Background: an optimization exercise with open tools, aiming at small area and a short achievable clock period. Do not read the settings as production practice. Function was not checked in any run shown here: the RTL went through the layout flow alone. Power and IR drop assume default switching activity.

`flow/design.v`:
```
package stitch_pkg;
    localparam int PIX_W = 24;   
    localparam int CAM_W = 16;   
    localparam int CH_W  = 8;    
    typedef enum logic [1:0]
    {
        PH_SYNC   = 2'd0,   
        PH_BACK   = 2'd1,   
        PH_ACTIVE = 2'd2,   
        PH_FRONT  = 2'd3    
    } raster_phase_t;
    typedef enum logic [1:0]
    {
        Q_CAM_L  = 2'd0,   
        Q_CAM_R  = 2'd1,   
        Q_HDMI_L = 2'd2,   
        Q_HDMI_R = 2'd3    
    } quad_t;
endpackage
module cam_capture
(
    input  logic        hdmi_tx_pix_clk,
    input  logic        reset,
    input  logic        cam_href,
    input  logic [7:0]  cam_data,
    output logic        cam_we,
    output logic [15:0] cam_word,
    output logic [15:0] cam_word_n   
);
    logic       lo_phase;
    logic [7:0] b1;   
    logic [7:0] b2;   
    logic [7:0] b1n;
    logic [7:0] b2n;
    always_ff @(posedge hdmi_tx_pix_clk)
    begin
        if (reset)
        begin
            lo_phase <= 1'b0;
            cam_we   <= 1'b0;
        end
        else
        begin
            cam_we   <= cam_href && lo_phase;
            lo_phase <= cam_href ? ~lo_phase : 1'b0;
        end
    end
    always_ff @(posedge hdmi_tx_pix_clk)
    begin
        b1  <= cam_data;
        b2  <= b1;
        b1n <= ~cam_data;
        b2n <= b1n;
    end
    assign cam_word   = {b2, b1};
    assign cam_word_n = {b2n, b1n};
endmodule
module tile_buffer
#(
    parameter int W   = 24,
    parameter int OFS = 0
)(
    input  logic            hdmi_tx_pix_clk,
    input  logic            reset,
    input  logic            frame_sync,
    input  logic            we,
    input  logic [W-1:0]    wr_pix,
    input  logic [W-1:0]    wr_pix_n,   
    input  logic [2:0]      ph,
    output logic [16*W-1:0] taps   
);
    logic [W-1:0] ring [4][8];
    logic         sync_d;
    logic         sync_rise;
    logic [5:0]   wr_cnt;    
    logic         wr_en;
    logic [5:0]   cnt_nx;
    logic [2:0]   word_nx;
    logic [2:0]   wr_word;
    logic [2:0]   wr_word_n;
    logic [2:0]   row_n;     
    logic [W-1:0] ld [4][8];
    logic [W-1:0] ldn [4][8];
    assign sync_rise = frame_sync && !sync_d;
    assign wr_en     = we && !wr_cnt[5] && !sync_rise;
    always_comb
    begin
        if (reset)
        begin
            cnt_nx  = '0;
            word_nx = 3'(OFS - 1);
        end
        else if (sync_rise)
        begin
            cnt_nx  = '0;
            word_nx = 3'(OFS - 2) - ph;
        end
        else if (wr_en)
        begin
            cnt_nx  = wr_cnt + 1'b1;
            word_nx = (wr_cnt[2:0] == 3'd7) ? wr_word - 1'b1 : wr_word;
        end
        else
        begin
            cnt_nx  = wr_cnt;
            word_nx = wr_word - 1'b1;
        end
    end
    always_ff @(posedge hdmi_tx_pix_clk)
    begin
        sync_d    <= !reset && frame_sync;
        wr_cnt    <= cnt_nx;
        wr_word   <= word_nx;
        wr_word_n <= ~word_nx;
        row_n     <= ~cnt_nx[5:3];
    end
    always_comb
    begin
        for (int r = 0; r < 4; r++)
            for (int i = 0; i < 8; i++)
            begin
                ld[r][i]  = {W{we && !sync_rise && !wr_cnt[5] && wr_cnt[4:3] == 2'(r) &&
                               wr_word == 3'(i)}};
                ldn[r][i] = {W{!we || sync_rise || !row_n[2] || row_n[1:0] != ~2'(r) ||
                               wr_word_n != ~3'(i)}};
            end
    end
    always_ff @(posedge hdmi_tx_pix_clk)
    begin
        for (int r = 0; r < 4; r++)
            for (int i = 0; i < 8; i++)
                ring[r][i] <= ~((ring[r][(i + 1) % 8] | ld[r][i]) &
                                (((i % 2 == 1) ? wr_pix : wr_pix_n) | ldn[r][i]));
    end
    always_comb
    begin
        for (int r = 0; r < 4; r++)
            for (int t = 0; t < 4; t++)
                taps[(4 * r + t) * W +: W] = ring[r][2 * t];
    end
endmodule
module video_timing
(
    input  logic       hdmi_tx_pix_clk,
    input  logic       reset,
    output logic       hs,
    output logic       vs,
    output logic       de,
    output logic [2:0] ph,
    output logic [31:0] sel
);
    logic [4:0] hc;
    logic [4:0] vc;
    logic [1:0] tap;
    logic [4:0] hc_nx;
    logic [4:0] vc_nx;
    logic [1:0] tap_nx;
    logic       de_nx;
    always_comb
    begin
        hc_nx  = hc + 1'b1;
        vc_nx  = vc;
        tap_nx = tap;
        if (reset)
        begin
            hc_nx  = 5'd3;
            vc_nx  = 5'd3;
            tap_nx = 2'd0;
        end
        else if (hc == 5'd25)
        begin
            hc_nx = 5'd3;
            if (vc == 5'd16)
            begin
                vc_nx  = 5'd3;
                tap_nx = tap - 1'b1;
            end
            else
                vc_nx = vc + 1'b1;
        end
    end
    assign de_nx = (hc_nx >= 5'd8) && (hc_nx < 5'd24) && (vc_nx[4:3] == 2'b01);
    always_ff @(posedge hdmi_tx_pix_clk)
    begin
        hc  <= hc_nx;
        vc  <= vc_nx;
        tap <= tap_nx;
        ph  <= reset ? 3'd0 : ph + 1'b1;
        for (int k = 0; k < 32; k++)
            sel[k] <= de_nx && ({vc_nx[2], vc_nx[1:0], tap_nx} == 5'(k));
    end
    assign hs = (hc < 5'd5);
    assign vs = (vc == 5'd3);
    assign de = (hc >= 5'd8) && (hc < 5'd24) && (vc[4:3] == 2'b01);
endmodule
module quad_reader
(
    input  logic         hdmi_tx_pix_clk,
    input  logic         reset,
    input  logic         hs,
    input  logic         vs,
    input  logic         de,
    input  logic [31:0]  sel,         
    input  logic [255:0] cam_taps,    
    input  logic [383:0] hdmi_taps,   
    output logic         hdmi_tx_hs,
    output logic         hdmi_tx_vs,
    output logic         hdmi_tx_de,
    output logic [23:0]  hdmi_tx_data
);
    logic        hs_d1;
    logic        vs_d1;
    logic        de_d1;
    logic [23:0] pix_d1;
    logic [15:0] w;
    logic [23:0] hdmi_pix;
    always_comb
    begin
        w        = '0;
        hdmi_pix = '0;
        for (int r = 0; r < 4; r++)
            for (int t = 0; t < 4; t++)
            begin
                w        = w | ({16{sel[4 * r + t]}} & cam_taps[(4 * r + t) * 16 +: 16]);
                hdmi_pix = hdmi_pix | ({24{sel[16 + 4 * r + t]}} & hdmi_taps[(4 * r + t) * 24 +: 24]);
            end
    end
    always_ff @(posedge hdmi_tx_pix_clk)
    begin
        if (reset)
        begin
            hs_d1        <= 1'b0;
            vs_d1        <= 1'b0;
            de_d1        <= 1'b0;
            pix_d1       <= '0;
            hdmi_tx_hs   <= 1'b0;
            hdmi_tx_vs   <= 1'b0;
            hdmi_tx_de   <= 1'b0;
            hdmi_tx_data <= '0;
        end
        else
        begin
            hs_d1        <= hs;
            vs_d1        <= vs;
            de_d1        <= de;
            pix_d1       <= {w[15:11], w[15:13], w[10:5], w[10:9], w[4:0], w[4:2]} | hdmi_pix;
            hdmi_tx_hs   <= hs_d1;
            hdmi_tx_vs   <= vs_d1;
            hdmi_tx_de   <= de_d1;
            hdmi_tx_data <= pix_d1;
        end
    end
endmodule
module stitch_top
#(
    parameter int TILE_H  = 8,
    parameter int TILE_V  = 4,
    parameter int H_SYNC  = 2,
    parameter int H_BACK  = 3,
    parameter int H_FRONT = 2,
    parameter int V_SYNC  = 1,
    parameter int V_BACK  = 4,
    parameter int V_FRONT = 1
)(
    input  logic               hdmi_tx_pix_clk,
    input  logic               reset,
    input  logic               cam_vsync,
    input  logic               cam_href,
    input  logic [stitch_pkg::CAM_W/2-1:0] cam_data,
    input  logic               hdmi_rx_vs,
    input  logic               hdmi_rx_de,
    input  logic [stitch_pkg::PIX_W-1:0]   hdmi_rx_data,
    output logic               hdmi_tx_vs,
    output logic               hdmi_tx_hs,
    output logic               hdmi_tx_de,
    output logic [stitch_pkg::PIX_W-1:0]   hdmi_tx_data
);
    logic        cam_we;
    logic [15:0] cam_word;
    logic [15:0] cam_word_n;
    logic [255:0] cam_taps;
    logic [383:0] hdmi_taps;
    logic [2:0]  ph;
    logic [31:0] sel;
    logic        hs;
    logic        vs;
    logic        de;
    cam_capture i_cam_capture (
        .hdmi_tx_pix_clk (hdmi_tx_pix_clk),
        .reset           (reset),
        .cam_href        (cam_href),
        .cam_data        (cam_data),
        .cam_we          (cam_we),
        .cam_word        (cam_word),
        .cam_word_n      (cam_word_n)
    );
    tile_buffer #(.W(16), .OFS(0)) i_cam_buf (
        .hdmi_tx_pix_clk (hdmi_tx_pix_clk),
        .reset           (reset),
        .frame_sync      (cam_vsync),
        .we              (cam_we),
        .wr_pix          (cam_word),
        .wr_pix_n        (cam_word_n),
        .ph              (ph),
        .taps            (cam_taps)
    );
    tile_buffer #(.W(24), .OFS(4)) i_hdmi_buf (
        .hdmi_tx_pix_clk (hdmi_tx_pix_clk),
        .reset           (reset),
        .frame_sync      (hdmi_rx_vs),
        .we              (hdmi_rx_de),
        .wr_pix          (hdmi_rx_data),
        .wr_pix_n        (~hdmi_rx_data),
        .ph              (ph),
        .taps            (hdmi_taps)
    );
    video_timing i_video_timing (
        .hdmi_tx_pix_clk (hdmi_tx_pix_clk),
        .reset           (reset),
        .hs              (hs),
        .vs              (vs),
        .de              (de),
        .ph              (ph),
        .sel             (sel)
    );
    quad_reader i_quad_reader (
        .hdmi_tx_pix_clk (hdmi_tx_pix_clk),
        .reset           (reset),
        .hs              (hs),
        .vs              (vs),
        .de              (de),
        .sel             (sel),
        .cam_taps        (cam_taps),
        .hdmi_taps       (hdmi_taps),
        .hdmi_tx_hs      (hdmi_tx_hs),
        .hdmi_tx_vs      (hdmi_tx_vs),
        .hdmi_tx_de      (hdmi_tx_de),
        .hdmi_tx_data    (hdmi_tx_data)
    );
endmodule
```
`flow/run.sh`:
```
#!/bin/bash
# synth_recipe.tcl (not shown) runs the flow's synth.tcl, then flattens the netlist and writes it again
# the make line also repeats each setting of config.mk as NAME=value (left out here)
make -C /OpenROAD-flow-scripts/flow DESIGN_CONFIG=/design/flow/config.mk WORK_HOME=/design/flow/orfs CLKGATE_MAP_FILE= SYNTH_SCRIPT=/design/flow/synth_recipe.tcl finish
```
`flow/config.mk`:
```
export PLATFORM = sky130hd
export DESIGN_NAME = stitch_top
export DESIGN_NICKNAME = stitch_top
export VERILOG_FILES = /design/flow/design.v
export SDC_FILE = /design/flow/constraint.sdc
export NUM_CORES = 4
export LEC_CHECK = 0
export CAP_MARGIN = 10
export CORE_MARGIN = 2
export CORE_UTILIZATION = 40
export CTS_CLUSTER_DIAMETER = 100
export CTS_CLUSTER_SIZE = 30
export SETUP_SLACK_MARGIN = 2.2
export SLEW_MARGIN = 10
```
`flow/constraint.sdc`:
```
create_clock -name core_clock -period 4.0 [get_ports {hdmi_tx_pix_clk}]
set_input_delay 0.8000 -clock core_clock [delete_from_list [all_inputs] [get_ports {hdmi_tx_pix_clk}]]
set_output_delay 0.8000 -clock core_clock [all_outputs]
set_load 0.01 [all_outputs]
```
==> results of run 1 <==
per-layer routing:
layer  part of all wire  GRT usage  wire length (um)  up-vias
met5            0.00029          0                57        -
met4              0.084     0.1992             16340       10
met3               0.11    0.06941             20770      843
met2               0.43     0.4828             84230     2657
met1               0.38     0.3939             73220    19020
li1                   -          -                 -    15760
through the flow:
step | hold WS, ns | cell area [um^2]
after floorplan | 0.3291 | 46370
after global placement | 0.3828 | 48260
after detailed placement | 0.3879 | 48260
after CTS | 0.3815 | 53280
after global routing | 0.3724 | 55380
final | 0.3539 | 55390
synthesized netlist by cell type, drive strengths merged, types with 2 or more instances:
master	n
dfxtp	1447
a22oi	195
a221oi	64
and4b	2
and3b	4
nand2	78
a211oi	2
xor2	7
nand2b	19
nor2b	33
and3	23
or3	4
clkbuf	248
nor4	10
xnor2	11
nor2	153
and2	2
o21a	2
ha	20
o22ai	897
o2bb2ai	384
inv	25
a31oi	2
o21ai	8
nor3	24
nand3	31
a22o	66
nand4	35
a211o	3
buf	170
nand4b	5
a41oi	16
nor3b	8
or2	4
mux2i	7
o211ai	2
a21oi	8
nand3b	10
kinds of logic (layout without fill, tap and decap cells):
family | Yosys count | after routing | synth area share
xor+xnor | 18 | 18 | 0.003421
flops | 1447 | 1447 | 0.6286
simple gates | 451 | 467 | 0.05759
mux | 8 | 8 | 0.001765
other cells | 0 | 2 | 0
compound gates | 1658 | 1658 | 0.2599
fa+ha+maj | 20 | 20 | 0.005430
buf+inv | 443 | 538 | 0.04333
cell type report:
cell class | instances | area, um^2
repair buffers | 447 | 5349
clock buffers | 57 | 1405
flip-flops and latches | 1447 | 29120
clock inverters | 9 | 168.9
inverters | 25 | 98.84
fillers | 10130 | 58960
diodes | 2 | 5.005
multi-input cells | 2171 | 17350
well taps | 1512 | 1892
power by group:
group / total, W / switching (W) / internal (W)
Sequential: 0.0171 / 0.00114 / 0.0160
Combinational: 0.00157 / 0.000816 / 0.000750
Clock: 0.00729 / 0.00462 / 0.00267
Total: 0.0260 / 0.00658 / 0.0194
worst max path at each step:
stage	start	to	slack, ns	depth (start not counted)
after floorplan	cam_vsync	i_cam_buf.ring[17][10]	1.77	6
after global placement	hdmi_rx_vs	i_hdmi_buf.ring[2][0]	0.62	7
after detailed placement	hdmi_rx_vs	i_hdmi_buf.ring[2][0]	0.61	7
after CTS	i_quad_reader.hdmi_tx_data[0]	hdmi_tx_data[0]	1.97	1
after global routing	i_cam_buf.sync_d	i_cam_buf.ring[29][13]	1.98	8
final	i_cam_buf.sync_d	i_cam_buf.ring[29][13]	1.98	8
registers in the layout (all words and copies together), names as in the netlist, 24 cells and up:
register / cells
i_cam_buf.ring: 512
i_hdmi_buf.ring: 768
i_quad_reader.hdmi_tx_data: 24
i_quad_reader.pix_d1: 24
i_video_timing.sel: 32
timing repair:
action,CTS,global route
pin swaps,100,83
cloned,20,11
setup endpoints to repair,1374,1014
resized for setup,433,290
setup buffers,159,56
==> flow_summary.json, run 1 <==
{
  "critPathKind": "flop to flop",
  "min_to": "i_cam_buf.sync_d",
  "grt_pass1_wl_mm": 265.4,
  "cts_buffers": 56,
  "fp-row-count": 124,
  "gp_congestion": 0.9193,
  "wire_per_inst_um": 34.32,
  "layout_common_cells": "1388 x dfxtp_1, 829 x o22ai_1, 379 x o2bb2ai_1, 192 x buf_4, 188 x a22oi_1",
  "crit_slowest_cell": "buf_2",
  "end_kind": "flop",
  "cp_max_fo": 8,
  "p_per_area_nw_per_um2": 469.0,
  "rsz0062_at_grt": "yes",
  "cts_root_buf": "clkbuf_16",
  "clk_pin_slew_ns": 0.11,
  "cts.path.max_buffers": 3,
  "p_leak_nw": 20.24,
  "area_growth_syn_to_layout_pct": 20.19,
  "r2r_cells": 8,
  "ctsHoldBuffers": 0,
  "grt-ovfl-total": 0,
  "htree_levels": 2,
  "tns_ns": 0,
  "final-instance-count-excl-fill": 5670,
  "tightest_slew_ns": 1.199,
  "netlist.area_leader.share": 0.6286,
  "clkLatencyLatePin_ns": 0.74,
  "outcome": "timing/DRC/antenna clean",
  "dieArea_um2": 117900,
  "drt_wl_total_mm": 194.6,
  "finalPower_w": 0.02598,
  "r2r-start": "i_cam_buf.sync_d",
  "clock-sinks": 1447,
  "netlist_instances": 4045,
  "worst_setup_path_start_kind": "flop",
  "synth_edf_count": 0,
  "route.detailed.drc": 0,
  "ir_worst_vdd_uv": 353.3,
  "antenna_found_initial": 6,
  "fmax_mhz": 493.8,
  "fin_skew_ns": 0.05211,
  "final_common_cell": "dfxtp_1",
  "syn_avg_cell_area_um2": 11.39,
  "first_pass_iters": 6,
  "ys.flop_type": "dfxtp_1",
  "dpl.hpwl_mm": 113.6,
  "synth_cell_types": 67,
  "relSlewSlack": 0.1992,
  "yosys_warnings": 11,
  "ant_nets": 0,
  "synth_async_sr_flop_share": 0,
  "drtIter0Drc": 4664,
  "path_buf_inv": 3,
  "initial_utilization": 0.4030,
  "worst_slack_ns": 1.975,
  "grt_usage": 0.3119,
  "cp_top_family": "buffers and inverters",
  "finalCritPeriodShare": 0.5062,
  "hold_class": "input port to flop",
  "r2r_slack_ns": 1.98,
  "die_h_um": 343.4,
  "period_needed_ns": 2.025,
  "worst_ep_arrival_time_ns": 2.59,
  "cp_cell_sequence": "buf_6 -> nor2b_4 -> nor3b_4 -> buf_12 -> nand3_4 -> nor2_4 -> buf_2 -> o22ai_1",
  "syn-cell-area_um2": 46080,
  "hold_start": "cam_vsync",
  "ios": 65,
  "cts_tree": "done",
  "drv_cap": 0,
  "timing.final.hold_violations": 0,
  "drive_gt1_frac": 0.2127,
  "ys_ff_latch": 1447,
  "via_per_inst": 6.753,
  "io_buffers": 64,
  "dr_total_vias": 38290,
  "critical-path-max-stage-delay_ns": 0.46,
  "setup_violations": 0,
  "synth_area_leaders": "dfxtp_1 63%, o22ai_1 12%, o2bb2ai_1 7.3%",
  "pre_cts_slack_ns": 0.6077,
  "yosysTopAreaCell": "dfxtp_1",
  "ys_seq_area_frac": 0.6286,
  "r2r_end": "i_cam_buf.ring[29][13]",
  "worst_ep_required_time_ns": 4.56,
  "die_w_um": 343.4,
  "hold_depth": 2,
  "syn_nets": 4103,
  "grt_max_degree": 48,
  "nets": 4206,
  "drv_slew": 0,
  "grt_pass1_vias": 35810,
  "coreArea_um2": 114300,
  "utilization": 0.4844,
  "dp.cells": 5356
}
==> inputs of run 2 (changes only) <==
--- a/flow/design.v
+++ b/flow/design.v
@@ -75,10 +75,12 @@
     logic [5:0]   wr_cnt;    
     logic         wr_en;
     logic [5:0]   cnt_nx;
-    logic [2:0]   word_nx;
-    logic [2:0]   wr_word;
-    logic [2:0]   wr_word_n;
-    logic [2:0]   row_n;     
+    logic [7:0]   word_nx;
+    logic [3:0]   row_nx;
+    logic [7:0]   word_q;
+    logic [7:0]   word_qn;
+    logic [3:0]   row_q;
+    logic [3:0]   row_qn;
     logic [W-1:0] ld [4][8];
     logic [W-1:0] ldn [4][8];
     assign sync_rise = frame_sync && !sync_d;
@@ -88,41 +90,42 @@
         if (reset)
         begin
             cnt_nx  = '0;
-            word_nx = 3'(OFS - 1);
+            word_nx = 8'(1) << 3'(OFS - 1);
         end
         else if (sync_rise)
         begin
             cnt_nx  = '0;
-            word_nx = 3'(OFS - 2) - ph;
+            word_nx = 8'(1) << (3'(OFS - 2) - ph);
         end
         else if (wr_en)
         begin
             cnt_nx  = wr_cnt + 1'b1;
-            word_nx = (wr_cnt[2:0] == 3'd7) ? wr_word - 1'b1 : wr_word;
+            word_nx = (wr_cnt[2:0] == 3'd7) ? {word_q[0], word_q[7:1]} : word_q;
         end
         else
         begin
             cnt_nx  = wr_cnt;
-            word_nx = wr_word - 1'b1;
+            word_nx = {word_q[0], word_q[7:1]};
         end
+        for (int r = 0; r < 4; r++)
+            row_nx[r] = !cnt_nx[5] && (cnt_nx[4:3] == 2'(r));
     end
     always_ff @(posedge hdmi_tx_pix_clk)
     begin
-        sync_d    <= !reset && frame_sync;
-        wr_cnt    <= cnt_nx;
-        wr_word   <= word_nx;
-        wr_word_n <= ~word_nx;
-        row_n     <= ~cnt_nx[5:3];
+        sync_d  <= !reset && frame_sync;
+        wr_cnt  <= cnt_nx;
+        word_q  <= word_nx;
+        word_qn <= ~word_nx;
+        row_q   <= row_nx;
+        row_qn  <= ~row_nx;
     end
     always_comb
     begin
         for (int r = 0; r < 4; r++)
             for (int i = 0; i < 8; i++)
             begin
-                ld[r][i]  = {W{we && !sync_rise && !wr_cnt[5] && wr_cnt[4:3] == 2'(r) &&
-                               wr_word == 3'(i)}};
-                ldn[r][i] = {W{!we || sync_rise || !row_n[2] || row_n[1:0] != ~2'(r) ||
-                               wr_word_n != ~3'(i)}};
+                ld[r][i]  = {W{we && !sync_rise && row_q[r] && word_q[i]}};
+                ldn[r][i] = {W{!we || sync_rise || row_qn[r] || word_qn[i]}};
             end
     end
     always_ff @(posedge hdmi_tx_pix_clk)
@@ -156,30 +159,30 @@
     logic [4:0] vc_nx;
     logic [1:0] tap_nx;
     logic       de_nx;
+    logic [4:0] hc_run;   
+    logic [4:0] vc_run;
+    logic [1:0] tap_run;
     always_comb
     begin
-        hc_nx  = hc + 1'b1;
-        vc_nx  = vc;
-        tap_nx = tap;
-        if (reset)
-        begin
-            hc_nx  = 5'd3;
-            vc_nx  = 5'd3;
-            tap_nx = 2'd0;
-        end
-        else if (hc == 5'd25)
+        hc_run  = hc + 1'b1;
+        vc_run  = vc;
+        tap_run = tap;
+        if (hc == 5'd25)
         begin
-            hc_nx = 5'd3;
+            hc_run = 5'd3;
             if (vc == 5'd16)
             begin
-                vc_nx  = 5'd3;
-                tap_nx = tap - 1'b1;
+                vc_run  = 5'd3;
+                tap_run = tap - 1'b1;
             end
             else
-                vc_nx = vc + 1'b1;
+                vc_run = vc + 1'b1;
         end
     end
-    assign de_nx = (hc_nx >= 5'd8) && (hc_nx < 5'd24) && (vc_nx[4:3] == 2'b01);
+    assign hc_nx  = reset ? 5'd3 : hc_run;
+    assign vc_nx  = reset ? 5'd3 : vc_run;
+    assign tap_nx = reset ? 2'd0 : tap_run;
+    assign de_nx  = (hc_run >= 5'd8) && (hc_run < 5'd24) && (vc_run[4:3] == 2'b01);
     always_ff @(posedge hdmi_tx_pix_clk)
     begin
         hc  <= hc_nx;
@@ -187,7 +190,7 @@
         tap <= tap_nx;
         ph  <= reset ? 3'd0 : ph + 1'b1;
         for (int k = 0; k < 32; k++)
-            sel[k] <= de_nx && ({vc_nx[2], vc_nx[1:0], tap_nx} == 5'(k));
+            sel[k] <= de_nx && ({vc_run[2], vc_run[1:0], tap_run} == 5'(k));
     end
     assign hs = (hc < 5'd5);
     assign vs = (vc == 5'd3);
@@ -227,12 +230,12 @@
     end
     always_ff @(posedge hdmi_tx_pix_clk)
     begin
+        pix_d1 <= {w[15:11], w[15:13], w[10:5], w[10:9], w[4:0], w[4:2]} | hdmi_pix;
         if (reset)
         begin
             hs_d1        <= 1'b0;
             vs_d1        <= 1'b0;
             de_d1        <= 1'b0;
-            pix_d1       <= '0;
             hdmi_tx_hs   <= 1'b0;
             hdmi_tx_vs   <= 1'b0;
             hdmi_tx_de   <= 1'b0;
@@ -243,11 +246,10 @@
             hs_d1        <= hs;
             vs_d1        <= vs;
             de_d1        <= de;
-            pix_d1       <= {w[15:11], w[15:13], w[10:5], w[10:9], w[4:0], w[4:2]} | hdmi_pix;
             hdmi_tx_hs   <= hs_d1;
             hdmi_tx_vs   <= vs_d1;
             hdmi_tx_de   <= de_d1;
-            hdmi_tx_data <= pix_d1;
+            hdmi_tx_data <= de_d1 ? pix_d1 : '0;
         end
     end
 endmodule
==> run 2 against run 1 <==
Global-route usage grew 1.2 points; sequential share of layout area grew 2.4 points; clock skew shrank 0.015 ns; register-to-register slack is essentially flat; core utilization shrank 2.1 points; synthesized cell count grew 12%; sequential power shrank 5%; first-iteration DRC count grew 21%; cell count grew 5.8%; critical path type is now flop to output port; largest cell class unchanged.
==> flow_summary.json, run 2 <==
{
  "outcome": "timing/DRC/antenna clean",
  "synthXorXnorAreaFrac": 0.002242,
  "top_register": "i_hdmi_buf.ring",
  "worst_ep_required_time_ns": 3.20,
  "ys_seq_area_frac": 0.6308,
  "area_growth_syn_to_layout_pct": 14.98,
  "ir_worst_vdd_uv": 371.7,
  "fp-row-count": 125,
  "grt_pass1_vias": 37330,
  "dieArea_um2": 119900,
  "synth_top_family_by_area": "compound AO/OA/AOI/OAI gates",
  "clock-sinks": 1477,
  "via_per_inst": 6.706,
  "ys.flop_type": "dfxtp_1",
  "antenna_found_initial": 12,
  "worst_setup_path_start_kind": "flop",
  "drtIter0Drc": 5638,
  "synth_cell_types": 66,
  "p_leak_nw": 19.86,
  "synth_area_leaders": "dfxtp_1 63%, o22ai_1 12%, o21ai_0 3.8%",
  "synth_most_common_cell": "dfxtp_1",
  "synth-compound-area-share": 0.2268,
  "die_w_um": 346.3,
  "ios": 65,
  "fin_skew_ns": 0.03675,
  "netlist_instances": 4542,
  "route.detailed.drc": 0,
  "first_pass_iters": 8,
  "largest_reg_flops": 768,
  "finalCritPeriodShare": 0.5069,
  "p_per_area_nw_per_um2": 461.0,
  "r2r_slack_ns": 1.99,
  "gp_congestion": 0.9080,
  "syn_nets": 4595,
  "reg_top3": "i_hdmi_buf.ring (768), i_cam_buf.ring (512), i_video_timing.sel (32)",
  "hold_start": "i_hdmi_buf.ring[23][18]",
  "path_buf_inv": 1,
  "period_needed_ns": 2.028,
  "yosysTopAreaCell": "dfxtp_1",
  "setup_violations": 0,
  "netlist.area_leader.share": 0.6308,
  "htree_levels": 2,
  "final_common_cell": "dfxtp_1",
  "yosys_warnings": 11,
  "relSlewSlack": 0.1648,
  "die_h_um": 346.3,
  "cp_max_fo": 1,
  "synthAdderAreaFrac": 0.004004,
  "critPathKind": "flop to output port",
  "clk_pin_slew_ns": 0.11,
  "tns_ns": 0,
  "yosys.area_share.simple": 0.08331,
  "ys_ff_latch": 1477,
  "synthMuxAreaShare": 0.004778,
  "synth_edf_count": 0,
  "ys_top_cells_by_count": "1477 x dfxtp_1, 897 x o22ai_1, 397 x nand2_1, 356 x clkbuf_1, 355 x o21ai_0",
  "dp.cells": 5753,
  "fmax_mhz": 493.2,
  "cp_top_family": "flip-flops",
  "coreArea_um2": 116200,
  "clkLatencyLatePin_ns": 0.75,
  "rsz0062_at_grt": "yes",
  "grt-ovfl-total": 0,
  "cp_cell_sequence": "buf_6",
  "initial_utilization": 0.4034,
  "drv_slew": 0,
  "wire_per_inst_um": 34.49,
  "grt_max_degree": 40,
  "cts_tree": "done",
  "layout_common_cells": "1436 x dfxtp_1, 894 x o22ai_1, 390 x nand2_1, 321 x o21ai_1, 177 x a22oi_1",
  "startpoint": "i_quad_reader.hdmi_tx_data[0]",
  "nets": 4510,
  "cts_root_buf": "clkbuf_16",
  "dpl.hpwl_mm": 111.5,
  "dr_total_vias": 40220,
  "ant_nets": 0,
  "r2r-start": "i_video_timing.sel[14]",
  "crit_slowest_cell": "dfxtp_2",
  "end_kind": "output port",
  "hold_class": "flop to flop",
  "grt_pass1_wl_mm": 279.8,
  "syn_avg_cell_area_um2": 10.32,
  "cts.path.max_buffers": 3,
  "final-instance-count-excl-fill": 5998,
  "io_buffers": 64,
  "timing.final.hold_violations": 0,
  "worst_ep_arrival_time_ns": 1.23,
  "drv_cap": 0,
  "syn-cell-area_um2": 46870,
  "grt_usage": 0.3242,
  "synth_async_sr_flop_share": 0,
  "drt_wl_total_mm": 206.9,
  "tightest_slew_ns": 1.251,
  "critical-path-max-stage-delay_ns": 0.37,
  "drive_gt1_frac": 0.1550,
  "cts_buffers": 57
}
run 2: kinds of logic after synthesis:
| group | Yosys count |
|---|---|
| multiplexers | 22 |
| buffers and inverters | 545 |
| AO/OA/AOI/OAI | 1678 |
| flip-flops | 1477 |
| adder cells (fa/ha/maj) | 15 |
| XOR/XNOR | 12 |
| AND/OR/NAND/NOR | 793 |
run 2: path summary, 6_finish.rpt:
kind	to	cells after the start
max	hdmi_tx_data[0]	1
min	i_hdmi_buf.ring[22][18]	1
max reg2reg	i_quad_reader.pix_d1[2]	7
min reg2reg	i_hdmi_buf.ring[22][18]	1
run 2: final cells by class:
type / instances / area (um^2)
antenna: 9 / 22.52
sequential: 1477 / 29640
clock inverter: 10 / 142.6
multi-input combinational: 2555 / 16780
tap: 1524 / 1907
clock buffer: 57 / 1426
fill: 10630 / 62310
inverter: 17 / 66.31
timing repair buffer: 349 / 3911
run 2: where the power goes:
group          leakage (nW)  internal (W)  switching, W
Combinational          5.92      0.000517      0.000623
Sequential             13.2        0.0156      0.000688
Clock                 0.757       0.00265       0.00473
run 2: timing repair:
action,CTS,global route
gates cloned,32,12
hold buffers,0,0
pin swaps,65,69
resized for setup,423,121
endpoints found under the setup margin,1407,411
buffers inserted,89,36
run 2: layer usage:
| metal | vias to the layer above | wire (um) | global-route usage |
|---|---|---|---|
| met5 | - | 56 | 0 |
| met4 | 10 | 19280 | 0.2337 |
| met3 | 1047 | 25870 | 0.09486 |
| met2 | 3208 | 87270 | 0.4820 |
| met1 | 19370 | 74380 | 0.4009 |
| li1 | 16590 | - | - |
run 2: per-stage QoR:
step                  util  hold slack, ns  power, W  setup WS [ns]  cell area, um^2
finish              0.4638          0.3986   0.02484          1.972            53890
global route        0.4636          0.4025   0.02548          1.940            53870
CTS                 0.4545          0.3909   0.02470          1.960            52810
detailed placement  0.4199          0.3942   0.01752         0.6014            48790
global placement    0.4199          0.3888   0.01750         0.6355            48790
floorplan                -          0.3291   0.01704          1.865            48260
==> inputs of run 3 (changes only) <==
--- a/flow/design.v
+++ b/flow/design.v
@@ -24,14 +24,11 @@
     input  logic        cam_href,
     input  logic [7:0]  cam_data,
     output logic        cam_we,
-    output logic [15:0] cam_word,
-    output logic [15:0] cam_word_n   
+    output logic [15:0] cam_word
 );
     logic       lo_phase;
     logic [7:0] b1;   
     logic [7:0] b2;   
-    logic [7:0] b1n;
-    logic [7:0] b2n;
     always_ff @(posedge hdmi_tx_pix_clk)
     begin
         if (reset)
@@ -47,13 +44,10 @@
     end
     always_ff @(posedge hdmi_tx_pix_clk)
     begin
-        b1  <= cam_data;
-        b2  <= b1;
-        b1n <= ~cam_data;
-        b2n <= b1n;
+        b1 <= cam_data;
+        b2 <= b1;
     end
-    assign cam_word   = {b2, b1};
-    assign cam_word_n = {b2n, b1n};
+    assign cam_word = {b2, b1};
 endmodule
 module tile_buffer
 #(
@@ -65,7 +59,6 @@
     input  logic            frame_sync,
     input  logic            we,
     input  logic [W-1:0]    wr_pix,
-    input  logic [W-1:0]    wr_pix_n,   
     input  logic [2:0]      ph,
     output logic [16*W-1:0] taps   
 );
@@ -133,7 +126,7 @@
         for (int r = 0; r < 4; r++)
             for (int i = 0; i < 8; i++)
                 ring[r][i] <= ~((ring[r][(i + 1) % 8] | ld[r][i]) &
-                                (((i % 2 == 1) ? wr_pix : wr_pix_n) | ldn[r][i]));
+                                (((i % 2 == 1) ? wr_pix : ~wr_pix) | ldn[r][i]));
     end
     always_comb
     begin
@@ -150,7 +143,8 @@
     output logic       vs,
     output logic       de,
     output logic [2:0] ph,
-    output logic [31:0] sel
+    output logic [7:0] rsel,
+    output logic [3:0] tsel
 );
     logic [4:0] hc;
     logic [4:0] vc;
@@ -159,38 +153,40 @@
     logic [4:0] vc_nx;
     logic [1:0] tap_nx;
     logic       de_nx;
-    logic [4:0] hc_run;   
-    logic [4:0] vc_run;
-    logic [1:0] tap_run;
     always_comb
     begin
-        hc_run  = hc + 1'b1;
-        vc_run  = vc;
-        tap_run = tap;
-        if (hc == 5'd25)
+        hc_nx  = hc + 1'b1;
+        vc_nx  = vc;
+        tap_nx = tap;
+        if (reset)
+        begin
+            hc_nx  = 5'd3;
+            vc_nx  = 5'd3;
+            tap_nx = 2'd0;
+        end
+        else if (hc == 5'd25)
         begin
-            hc_run = 5'd3;
+            hc_nx = 5'd3;
             if (vc == 5'd16)
             begin
-                vc_run  = 5'd3;
-                tap_run = tap - 1'b1;
+                vc_nx  = 5'd3;
+                tap_nx = tap - 1'b1;
             end
             else
-                vc_run = vc + 1'b1;
+                vc_nx = vc + 1'b1;
         end
     end
-    assign hc_nx  = reset ? 5'd3 : hc_run;
-    assign vc_nx  = reset ? 5'd3 : vc_run;
-    assign tap_nx = reset ? 2'd0 : tap_run;
-    assign de_nx  = (hc_run >= 5'd8) && (hc_run < 5'd24) && (vc_run[4:3] == 2'b01);
+    assign de_nx = (hc_nx >= 5'd8) && (hc_nx < 5'd24) && (vc_nx[4:3] == 2'b01);
     always_ff @(posedge hdmi_tx_pix_clk)
     begin
         hc  <= hc_nx;
         vc  <= vc_nx;
         tap <= tap_nx;
         ph  <= reset ? 3'd0 : ph + 1'b1;
-        for (int k = 0; k < 32; k++)
-            sel[k] <= de_nx && ({vc_run[2], vc_run[1:0], tap_run} == 5'(k));
+        for (int k = 0; k < 8; k++)
+            rsel[k] <= de_nx && ({vc_nx[2], vc_nx[1:0]} == 3'(k));
+        for (int t = 0; t < 4; t++)
+            tsel[t] <= (tap_nx == 2'(t));
     end
     assign hs = (hc < 5'd5);
     assign vs = (vc == 5'd3);
@@ -203,7 +199,8 @@
     input  logic         hs,
     input  logic         vs,
     input  logic         de,
-    input  logic [31:0]  sel,         
+    input  logic [7:0]   rsel,        
+    input  logic [3:0]   tsel,
     input  logic [255:0] cam_taps,    
     input  logic [383:0] hdmi_taps,   
     output logic         hdmi_tx_hs,
@@ -224,18 +221,18 @@
         for (int r = 0; r < 4; r++)
             for (int t = 0; t < 4; t++)
             begin
-                w        = w | ({16{sel[4 * r + t]}} & cam_taps[(4 * r + t) * 16 +: 16]);
-                hdmi_pix = hdmi_pix | ({24{sel[16 + 4 * r + t]}} & hdmi_taps[(4 * r + t) * 24 +: 24]);
+                w        = w | ({16{rsel[r] && tsel[t]}} & cam_taps[(4 * r + t) * 16 +: 16]);
+                hdmi_pix = hdmi_pix | ({24{rsel[4 + r] && tsel[t]}} & hdmi_taps[(4 * r + t) * 24 +: 24]);
             end
     end
     always_ff @(posedge hdmi_tx_pix_clk)
     begin
-        pix_d1 <= {w[15:11], w[15:13], w[10:5], w[10:9], w[4:0], w[4:2]} | hdmi_pix;
         if (reset)
         begin
             hs_d1        <= 1'b0;
             vs_d1        <= 1'b0;
             de_d1        <= 1'b0;
+            pix_d1       <= '0;
             hdmi_tx_hs   <= 1'b0;
             hdmi_tx_vs   <= 1'b0;
             hdmi_tx_de   <= 1'b0;
@@ -246,10 +243,11 @@
             hs_d1        <= hs;
             vs_d1        <= vs;
             de_d1        <= de;
+            pix_d1       <= {w[15:11], w[15:13], w[10:5], w[10:9], w[4:0], w[4:2]} | hdmi_pix;
             hdmi_tx_hs   <= hs_d1;
             hdmi_tx_vs   <= vs_d1;
             hdmi_tx_de   <= de_d1;
-            hdmi_tx_data <= de_d1 ? pix_d1 : '0;
+            hdmi_tx_data <= pix_d1;
         end
     end
 endmodule
@@ -279,11 +277,11 @@
 );
     logic        cam_we;
     logic [15:0] cam_word;
-    logic [15:0] cam_word_n;
     logic [255:0] cam_taps;
     logic [383:0] hdmi_taps;
     logic [2:0]  ph;
-    logic [31:0] sel;
+    logic [7:0]  rsel;
+    logic [3:0]  tsel;
     logic        hs;
     logic        vs;
     logic        de;
@@ -293,8 +291,7 @@
         .cam_href        (cam_href),
         .cam_data        (cam_data),
         .cam_we          (cam_we),
-        .cam_word        (cam_word),
-        .cam_word_n      (cam_word_n)
+        .cam_word        (cam_word)
     );
     tile_buffer #(.W(16), .OFS(0)) i_cam_buf (
         .hdmi_tx_pix_clk (hdmi_tx_pix_clk),
@@ -302,7 +299,6 @@
         .frame_sync      (cam_vsync),
         .we              (cam_we),
         .wr_pix          (cam_word),
-        .wr_pix_n        (cam_word_n),
         .ph              (ph),
         .taps            (cam_taps)
     );
@@ -312,7 +308,6 @@
         .frame_sync      (hdmi_rx_vs),
         .we              (hdmi_rx_de),
         .wr_pix          (hdmi_rx_data),
-        .wr_pix_n        (~hdmi_rx_data),
         .ph              (ph),
         .taps            (hdmi_taps)
     );
@@ -323,7 +318,8 @@
         .vs              (vs),
         .de              (de),
         .ph              (ph),
-        .sel             (sel)
+        .rsel            (rsel),
+        .tsel            (tsel)
     );
     quad_reader i_quad_reader (
         .hdmi_tx_pix_clk (hdmi_tx_pix_clk),
@@ -331,7 +327,8 @@
         .hs              (hs),
         .vs              (vs),
         .de              (de),
-        .sel             (sel),
+        .rsel            (rsel),
+        .tsel            (tsel),
         .cam_taps        (cam_taps),
         .hdmi_taps       (hdmi_taps),
         .hdmi_tx_hs      (hdmi_tx_hs),
==> flow/config.mk (replaced) <==
export PLATFORM = sky130hd
export DESIGN_NAME = stitch_top
export DESIGN_NICKNAME = stitch_top
export VERILOG_FILES = /design/flow/design.v
export SDC_FILE = /design/flow/constraint.sdc
export NUM_CORES = 4
export LEC_CHECK = 0
export CAP_MARGIN = 20
export CORE_MARGIN = 2
export CORE_UTILIZATION = 40
export SETUP_SLACK_MARGIN = 1.9
export SLEW_MARGIN = 20
==> run 3 against run 2 <==
Count of clock-buffer cells in the layout rose by 142; largest cell class unchanged; setup slack worse by 0.25 ns; worst hold slack got worse by 0.0032 ns; die area rose by 4.3%; first-iteration DRC count up 9.4%; design area rose by 5.2%; largest power group unchanged; sequential cell count down 36.
==> flow_summary.json, run 3 <==
{
  "via_per_inst": 6.199,
  "nets": 4775,
  "grt_pass1_vias": 36980,
  "clk_pin_slew_ns": 0.07,
  "holdWs_ns": 0.3954,
  "worst_ep_arrival_time_ns": 2.86,
  "synth_area_leaders": "dfxtp_1 59%, o21ai_1 6.4%, o22ai_2 6.1%",
  "area_growth_syn_to_layout_pct": 15.95,
  "timing.final.hold_violations": 0,
  "drive_gt1_frac": 0.1819,
  "synth_edf_count": 0,
  "ys_top_cells_by_count": "1441 x dfxtp_1, 674 x nand2_1, 630 x o21ai_1, 418 x o22ai_1, 257 x clkbuf_1",
  "finalCritPeriodShare": 0.5686,
  "cts_root_buf": "clkbuf_16",
  "reg_top3": "i_hdmi_buf.ring (768), i_cam_buf.ring (512)",
  "dpl.hpwl_mm": 110.0,
  "r2r-start": "i_video_timing.tsel[3]",
  "syn_nets": 4861,
  "largest_reg_flops": 768,
  "coreArea_um2": 121600,
  "worst_ep_required_time_ns": 4.59,
  "dr_total_vias": 40010,
  "pwr-share-seq": 0.509,
  "drv_slew": 0,
  "fin_skew_ns": 0.02316,
  "ant_nets": 0,
  "r2r_cells": 5,
  "clkLatencyLatePin_ns": 0.78,
  "die_h_um": 353.7,
  "layout_common_cells": "1417 x dfxtp_1, 674 x nand2_1, 630 x o21ai_1, 418 x o22ai_1, 240 x o22ai_2",
  "first_pass_iters": 8,
  "crit_end": "i_quad_reader.pix_d1[2]",
  "final_common_cell": "dfxtp_1",
  "clock-sinks": 1441,
  "syn_avg_cell_area_um2": 10.17,
  "netlist_instances": 4808,
  "top_register": "i_hdmi_buf.ring",
  "clkPwrFrac": 0.454,
  "tightest_slew_ns": 1.148,
  "drt_wl_total_mm": 190.7,
  "cp_max_fo": 41,
  "critPathKind": "flop to flop",
  "relSlewSlack": 0.2335,
  "period_needed_ns": 2.274,
  "drv_cap": 0,
  "synth_async_sr_flop_share": 0,
  "startpoint": "i_video_timing.tsel[3]",
  "fp-row-count": 128,
  "grt-ovfl-total": 0,
  "ctsHoldBuffers": 0,
  "cts.path.max_buffers": 3,
  "p_sw_frac": 0.2322,
  "grt_pass1_wl_mm": 265.9,
  "r2r_end": "i_quad_reader.pix_d1[2]",
  "comb_power_share": 0.037,
  "syn-cell-area_um2": 48920,
  "ir_worst_vdd_uv": 405.4,
  "route.detailed.drc": 0,
  "end_kind": "flop",
  "gp_congestion": 0.8743,
  "io_buffers": 64,
  "ys.flop_type": "dfxtp_1",
  "wire_per_inst_um": 29.54,
  "r2r_slack_ns": 1.73,
  "cts_tree": "done",
  "die_w_um": 353.7,
  "ys_ff_latch": 1441,
  "drtIter0Drc": 6166,
  "p_per_area_nw_per_um2": 551.6,
  "initial_utilization": 0.4024,
  "antenna_found_initial": 5,
  "netlist.area_leader.share": 0.5897,
  "tns_ns": 0,
  "yosysTopAreaCell": "dfxtp_1",
  "yosys_warnings": 11,
  "internal-power_w": 0.02402,
  "synth_cell_types": 73,
  "hold_class": "flop to flop",
  "ios": 65,
  "htree_levels": 4,
  "grt_usage": 0.2902,
  "outcome": "timing/DRC/antenna clean",
  "grt_max_degree": 58,
  "cts_buffers": 144,
  "fmax_mhz": 439.7,
  "synth_most_common_cell": "dfxtp_1",
  "setup_violations": 0,
  "ys_seq_area_frac": 0.5897,
  "p_leak_nw": 20.38,
  "dieArea_um2": 125100,
  "rsz0062_at_grt": "yes",
  "worst_setup_path_start_kind": "flop",
  "utilization": 0.4666,
  "power_switching_w": 0.007265
}
run 3: cell type report:
class	instances	area, um^2
flip-flops and latches	1441	28910
fillers	11140	64840
clock buffers	199	4103
inverters	35	140.1
repair buffers	269	2674
clock inverters	53	840.8
well taps	1625	2033
multi-input cells	2831	18010
diodes	2	5.005
run 3: repair_timing:
item                                   in CTS  in global routing
endpoints found under the hold margin       0                  0
pin swaps                                   4                  7
buffers inserted                           13                  9
cloned                                      1                  7
gates resized for setup                   213                 68
setup endpoints to repair                 825                661
run 3: critical path: stages (launching register included):
cell	delay [ns]
dfxtp_4	0.47
buf_12	0.27
a222oi_1	0.62
o22ai_1	0.23
a21oi_1	0.26
a31oi_4	0.19
run 3: worst min-delay path by stage:
stage	start	end	slack (ns)	cells after the start
after floorplan	i_cam_capture.b1[0]	i_cam_capture.b2[0]	0.38	0
after global placement	i_cam_buf.ring[7][12]	i_cam_buf.ring[6][12]	0.39	1
after detailed placement	i_cam_buf.ring[7][15]	i_cam_buf.ring[6][15]	0.40	1
after CTS	i_cam_buf.ring[27][8]	i_cam_buf.ring[26][8]	0.39	1
after global routing	i_cam_buf.ring[27][8]	i_cam_buf.ring[26][8]	0.41	1
final	i_hdmi_buf.ring[9][11]	i_hdmi_buf.ring[8][11]	0.40	1
run 3: cell families (layout without fill, tap and decap cells):
logic type	Yosys count	in the layout	share of synthesized area
mux	20	20	0.004092
compound gates	1751	1751	0.2518
fa+ha+maj	15	15	0.003837
simple gates	1027	1032	0.09605
xor+xnor	13	13	0.002328
flops	1441	1441	0.5897
buf+inv	541	556	0.05221
other cells	0	2	0
run 3: routing by layer:
| metal | track usage | part of all wire |
|---|---|---|
| met5 | 0 | 0.00014 |
| met4 | 0.1220 | 0.047 |
| met3 | 0.08902 | 0.13 |
| met2 | 0.4213 | 0.42 |
| met1 | 0.3981 | 0.40 |
run 3: stage by stage:
step                power (W)  std cells  instance area, um^2  worst slack (ns)
floorplan             0.01680       4808                48920             1.916
global placement      0.01727       6171                50890            0.7895
detailed placement    0.01731       6171                50900            0.7812
CTS                   0.03127       6437                56230             1.724
global route          0.03207       6453                56710             1.795
finish                0.03129       6455                56720             1.726
run 3: power groups by stage:
| stage | Clock, W | Sequential (W) | Combinational, W |
|---|---|---|---|
| finish | 0.0142 | 0.0159 | 0.00117 |
| global route | 0.0148 | 0.0160 | 0.00126 |
| CTS | 0.0143 | 0.0159 | 0.00113 |
| detailed placement | 0 | 0.0162 | 0.00112 |
| global placement | 0 | 0.0162 | 0.00108 |
| floorplan | 0 | 0.0159 | 0.000875 |

==> what the ideal ports hide <==
The results above use ideal ports. As a check the final layouts listed here were re-extracted and re-timed, cells and wires unchanged. Step 1 assumes that a clkbuf_16 drives the clock port and a buf_2 every other input. Step 2, shift: input delay + t, output delay - t, t = (earliest + latest rising clock arrival at the registers) / 2. This alone moves slack from input paths to output paths. a / b / c = no drivers / after step 1 / after step 2; a / b = the first two.
run | t (ns) | slack for setup (ns) | worst data-port slew with drivers (ns)
run 1 | 0.782 | 1.975 / 1.938 / 1.374 | 0.15
run 2 | 0.814 | 1.972 / 1.896 / 1.390 | 0.15
run 3 | 0.847 | 1.726 / 1.726 / 1.113 | 0.16
After both steps setup and hold are still met in every run listed. For run 3, which loses most, drivers alone change the setup slack by 0.000 ns; drivers and shift together by -0.613 ns.
